From an optimization exercise on the open Yosys and OpenROAD flow, aimed at small area, a short achievable clock period and few clock cycles; shortcuts taken in it are not production practice.
Where RTL was checked, it was by simulation tests only, not by an equivalence proof against the original.

## the reference run
==> module sw_max_tracker, before the edit <==
module sw_max_tracker #(
    parameter DEPTH = 4
) (
    input  wire          clk,
    input  wire          rst,
    input  wire          i_first,         
    input  wire          i_x,
    input  wire [4:0]    i_c_score,       
    input  wire [3:0]    i_c_row,
    input  wire          i_ready,
    output wire          o_valid,
    output wire [17:0]   o_result,
    output wire          o_take
);
    reg          first_q [0:1];
    reg          x_q     [0:1];
    reg          push;
    reg  [4:0]   best_score;
    reg  [3:0]   best_row;
    reg  [3:0]   best_col;
    reg  [3:0]   col_q;
    always @(posedge clk or posedge rst) begin
        if (rst) begin
            first_q[0] <= 1'b0;
            first_q[1] <= 1'b0;
            x_q[0]     <= 1'b0;
            x_q[1]     <= 1'b0;
            push       <= 1'b0;
        end else begin
            first_q[0] <= i_first;
            first_q[1] <= first_q[0];
            x_q[0]     <= i_x;
            x_q[1]     <= x_q[0];
            push       <= (first_q[1] | x_q[1]) & (first_q[0] | ~x_q[0]);
        end
    end
    wire better = (i_c_score > best_score) ||
                  ((i_c_score == best_score) && (i_c_row < best_row));
    always @(posedge clk) begin
        if (first_q[1]) begin
            best_score <= i_c_score;
            best_row   <= i_c_row;
            best_col   <= 4'd0;
            col_q      <= 4'd1;
        end else begin
            if (better) begin
                best_score <= i_c_score;
                best_row   <= i_c_row;
                best_col   <= col_q;
            end
            col_q <= col_q + 4'd1;
        end
    end
    localparam FD = DEPTH - 1;
    wire [12:0]   pd   = {best_score, best_row, best_col};
    reg  [12:0]   out_q;
    reg           out_v;
    reg  [12:0]   f [0:FD-1];
    reg  [FD-1:0] wp;         
    reg  [FD-1:0] rp;         
    reg  [FD-1:0] fc;         
    wire          take   = out_v & i_ready;
    wire          out_ld = ~out_v | i_ready;       
    reg  [12:0]   f_rd;
    integer j;
    always @(*) begin
        f_rd = 13'd0;
        for (j = 0; j < FD; j = j + 1)
            f_rd = f_rd | ({13{rp[j]}} & f[j]);
    end
    wire          pop0 = ~out_v & fc[0];
    wire          wr0  = push & (out_v | fc[0]);
    wire          pop1 = fc[0];
    wire          wr1  = push & fc[0];
    wire [FD-1:0] wp_r = {wp[FD-2:0], wp[FD-1]};
    wire [FD-1:0] rp_r = {rp[FD-2:0], rp[FD-1]};
    wire [FD-1:0] fc_u = {fc[FD-2:0], 1'b1};
    wire [FD-1:0] fc_d = {1'b0, fc[FD-1:1]};
    wire [FD-1:0] wp0  = wr0 ? wp_r : wp;
    wire [FD-1:0] wp1  = wr1 ? wp_r : wp;
    wire [FD-1:0] rp0  = pop0 ? rp_r : rp;
    wire [FD-1:0] rp1  = pop1 ? rp_r : rp;
    wire [FD-1:0] fc0  = (wr0 & ~pop0) ? fc_u : ((pop0 & ~wr0) ? fc_d : fc);
    wire [FD-1:0] fc1  = (wr1 & ~pop1) ? fc_u : ((pop1 & ~wr1) ? fc_d : fc);
    wire          ov0  = out_v | fc[0] | push;
    wire          ov1  = fc[0] | push;
    always @(posedge clk or posedge rst) begin
        if (rst) begin
            out_v <= 1'b0;
            wp    <= {{(FD-1){1'b0}}, 1'b1};
            rp    <= {{(FD-1){1'b0}}, 1'b1};
            fc    <= {FD{1'b0}};
        end else begin
            out_v <= i_ready ? ov1 : ov0;
            wp    <= i_ready ? wp1 : wp0;
            rp    <= i_ready ? rp1 : rp0;
            fc    <= i_ready ? fc1 : fc0;
        end
    end
    always @(posedge clk) begin
        if (out_ld)
            out_q <= fc[0] ? f_rd : pd;
        for (j = 0; j < FD; j = j + 1)
            if (push && wp[j])
                f[j] <= pd;
    end
    assign o_valid  = out_v;
    assign o_result = {5'd0, out_q};
    assign o_take   = take;
endmodule
==> module sw_controller, before the edit <==
module sw_controller #(
    parameter DEPTH = 4
) (
    input  wire          clk,
    input  wire          rst,
    input  wire          i_valid,
    input  wire [73:0]   i_job,
    input  wire          i_take,          
    input  wire          i_rel_first,     
    input  wire          i_rel_buf,
    output wire          o_ready,
    output wire [1:0]    o_base,
    output wire          o_first,
    output wire          o_x,             
    output wire          o_rb0_ld,
    output wire [1:0]    o_rb0,
    output wire [31:0]   o_read_a,
    output wire [31:0]   o_read_b,
    output wire [15:0]   o_en_a,
    output wire [15:0]   o_en_b
);
    reg           ready_q;
    reg           act_q;       
    reg           first_q;
    reg  [4:0]    cnt_q;       
    reg           nxt_q;       
    reg  [1:0]    busy_q;
    reg  [DEPTH-1:0] jobs_q;   
    reg  [31:0]   ref_q;
    reg  [31:0]   read_a_q;
    reg  [31:0]   read_b_q;
    reg  [4:0]    len_a_q;
    reg  [4:0]    len_b_q;
    wire accept = ready_q & i_valid;
    wire last   = act_q & (cnt_q == 5'd1);
    wire sfree  = ~act_q | (cnt_q == 5'd1);
    wire [1:0] rel = {i_rel_first & i_rel_buf, i_rel_first & ~i_rel_buf};
    wire can_start = (~act_q | (cnt_q == 5'd1) | (cnt_q == 5'd2))
                   & (nxt_q ? (~busy_q[1] | rel[1]) : (~busy_q[0] | rel[0]))
                   & (~jobs_q[DEPTH-1] | i_take);
    always @(posedge clk or posedge rst) begin
        if (rst) begin
            ready_q <= 1'b0;
            act_q   <= 1'b0;
            first_q <= 1'b0;
            nxt_q   <= 1'b0;
            busy_q  <= 2'b00;
            jobs_q  <= {DEPTH{1'b0}};
        end else begin
            ready_q <= ~accept & can_start;
            act_q   <= ready_q ? i_valid : (act_q & ~last);
            first_q <= accept;
            nxt_q   <= nxt_q ^ accept;
            busy_q[0] <= (accept & ~nxt_q) | (busy_q[0] & ~rel[0]);
            busy_q[1] <= (accept &  nxt_q) | (busy_q[1] & ~rel[1]);
            if (accept & ~i_take)
                jobs_q <= {jobs_q[DEPTH-2:0], 1'b1};
            else if (i_take & ~accept)
                jobs_q <= {1'b0, jobs_q[DEPTH-1:1]};
        end
    end
    integer r;
    always @(posedge clk) begin
        cnt_q <= sfree ? i_job[9:5] : cnt_q - 5'd1;
        ref_q <= sfree ? i_job[73:42] : {ref_q[29:0], 2'b00};
        if (~busy_q[0] & ~nxt_q) begin
            len_a_q <= i_job[4:0];
            for (r = 0; r < 16; r = r + 1)
                read_a_q[2*r +: 2] <= i_job[10 + 2*(15-r) +: 2];
        end
        if (~busy_q[1] & nxt_q) begin
            len_b_q <= i_job[4:0];
            for (r = 0; r < 16; r = r + 1)
                read_b_q[2*r +: 2] <= i_job[10 + 2*(15-r) +: 2];
        end
    end
    genvar k;
    generate
        for (k = 0; k < 16; k = k + 1) begin : g_en
            assign o_en_a[k] = (len_a_q > k);
            assign o_en_b[k] = (len_b_q > k);
        end
    endgenerate
    assign o_ready  = ready_q;
    assign o_base   = ref_q[31:30];
    assign o_first  = first_q;
    assign o_x      = first_q ? ~nxt_q : act_q;
    assign o_rb0_ld = sfree;
    assign o_rb0    = i_job[10 + 30 +: 2];
    assign o_read_a = read_a_q;
    assign o_read_b = read_b_q;
endmodule
export LEC_CHECK = 0
export ABC_AREA = 1
export CAP_MARGIN = 20
export CORE_MARGIN = 2
export CORE_UTILIZATION = 40
export SLEW_MARGIN = 20
create_clock -name core_clock -period 10.0 [get_ports {clk}]
standard.sh (not shown) runs the stock make flow with config.mk's settings and CLKGATE_MAP_FILE= SYNTH_SCRIPT=/design/flow/synth_recipe.tcl, a recipe that flattens the netlist after the stock synthesis.
==> flow/flow/run.sh <==
#!/bin/bash
# The standard layout, with the port buffers made from plain buf_2 cells instead of the delay
# buffer that buffer_ports picks on its own. Every make step's output goes to make.log here;
# ORFS keeps each tool's full log under orfs/logs/.
set -euo pipefail
bash standard.sh "BUFFER_PORTS_ARGS=-buffer_cell sky130_fd_sc_hd__buf_2" finish > make.log 2>&1
Changes in the trial run relative to the reference run:
diff --git a/flow/design.v b/flow/design.v
--- a/flow/design.v
+++ b/flow/design.v
@@ -263,46 +263,38 @@
     reg  [12:0]   f [0:FD-1];
     reg  [FD-1:0] wp;         
     reg  [FD-1:0] rp;         
     reg  [FD-1:0] fc;         
     wire          take   = out_v & i_ready;
     wire          out_ld = ~out_v | i_ready;       
+    wire          pop    = out_ld & fc[0];
+    wire          wr     = push & ~(out_ld & ~fc[0]);
     reg  [12:0]   f_rd;
     integer j;
     always @(*) begin
         f_rd = 13'd0;
         for (j = 0; j < FD; j = j + 1)
             f_rd = f_rd | ({13{rp[j]}} & f[j]);
     end
-    wire          pop0 = ~out_v & fc[0];
-    wire          wr0  = push & (out_v | fc[0]);
-    wire          pop1 = fc[0];
-    wire          wr1  = push & fc[0];
-    wire [FD-1:0] wp_r = {wp[FD-2:0], wp[FD-1]};
-    wire [FD-1:0] rp_r = {rp[FD-2:0], rp[FD-1]};
-    wire [FD-1:0] fc_u = {fc[FD-2:0], 1'b1};
-    wire [FD-1:0] fc_d = {1'b0, fc[FD-1:1]};
-    wire [FD-1:0] wp0  = wr0 ? wp_r : wp;
-    wire [FD-1:0] wp1  = wr1 ? wp_r : wp;
-    wire [FD-1:0] rp0  = pop0 ? rp_r : rp;
-    wire [FD-1:0] rp1  = pop1 ? rp_r : rp;
-    wire [FD-1:0] fc0  = (wr0 & ~pop0) ? fc_u : ((pop0 & ~wr0) ? fc_d : fc);
-    wire [FD-1:0] fc1  = (wr1 & ~pop1) ? fc_u : ((pop1 & ~wr1) ? fc_d : fc);
-    wire          ov0  = out_v | fc[0] | push;
-    wire          ov1  = fc[0] | push;
     always @(posedge clk or posedge rst) begin
         if (rst) begin
             out_v <= 1'b0;
             wp    <= {{(FD-1){1'b0}}, 1'b1};
             rp    <= {{(FD-1){1'b0}}, 1'b1};
             fc    <= {FD{1'b0}};
         end else begin
-            out_v <= i_ready ? ov1 : ov0;
-            wp    <= i_ready ? wp1 : wp0;
-            rp    <= i_ready ? rp1 : rp0;
-            fc    <= i_ready ? fc1 : fc0;
+            if (out_ld)
+                out_v <= fc[0] | push;
+            if (wr)
+                wp <= {wp[FD-2:0], wp[FD-1]};
+            if (pop)
+                rp <= {rp[FD-2:0], rp[FD-1]};
+            if (wr & ~pop)
+                fc <= {fc[FD-2:0], 1'b1};
+            else if (pop & ~wr)
+                fc <= {1'b0, fc[FD-1:1]};
         end
     end
     always @(posedge clk) begin
         if (out_ld)
             out_q <= fc[0] ? f_rd : pd;
         for (j = 0; j < FD; j = j + 1)
@@ -355,13 +347,13 @@
     wire [1:0] rel = {i_rel_first & i_rel_buf, i_rel_first & ~i_rel_buf};
     wire can_start = (~act_q | (cnt_q == 5'd1) | (cnt_q == 5'd2))
                    & (nxt_q ? (~busy_q[1] | rel[1]) : (~busy_q[0] | rel[0]))
                    & (~jobs_q[DEPTH-1] | i_take);
     always @(posedge clk or posedge rst) begin
         if (rst) begin
-            ready_q <= 1'b0;
+            ready_q <= 1'b1;
             act_q   <= 1'b0;
             first_q <= 1'b0;
             nxt_q   <= 1'b0;
             busy_q  <= 2'b00;
             jobs_q  <= {DEPTH{1'b0}};
         end else begin
==> results.txt <==
Against the reference run, the trial run comes in 58 lower on number of global-route vias before repair.
From the reference run to the trial run the numbers moved as follows: total of endpoints with negative setup slack in the final report neither gained nor lost much, clock-cell share of area shrank by 0.68 points, worst-case setup margin in the final layout fell by 0.14 ns.
Going from the reference run to the trial run, number of cells traversed by the worst register-to-register path went down, ratio of routed vias to standard cells went down, pre-CTS worst setup slack went down.
[the trial run] routed wire length rose 1.1% relative to the reference run
Changes observed in the trial run relative to the reference run: design area shrank by about 0.8%, post-synthesis to final-layout area growth shrank by 0.97 points, number of filler cells placed in the layout shrank by 84.
Testbench counts of the trial run, summed over its fixed seeds: cycles 16,691.
The RTL of the reference run was laid out without a check of its function.

## separate check: timing with driven ports
In the flow no input, the clock included, has a driving cell. The finished layouts below were timed again as built, in two steps. Step 1 assumes that a clkbuf_16 drives the clock port and a buf_2 every other input. Step 2 adds t to the input delays and takes it off the output delays; t is the mean of the earliest and latest rising clock arrival at the registers after step 1. Input paths then give back, and output paths get back, about the clock's delay inside the block. a / b / c = no drivers / after step 1 / after step 2; a / b = the first two.
| run | shift t [ns] | setup WS [ns] | hold slack, ns |
|---|---|---|---|
| the reference run | 0.671 | 6.812 / 6.754 / 6.599 | 0.328 / 0.328 / 0.328 |
| the trial run | 0.661 | 6.675 / 6.617 / 6.185 | 0.327 / 0.327 / 0.327 |
After both steps setup and hold are still met in every run listed. For the trial run, which loses most, drivers alone change the setup slack by -0.058 ns; drivers and shift together by -0.490 ns.
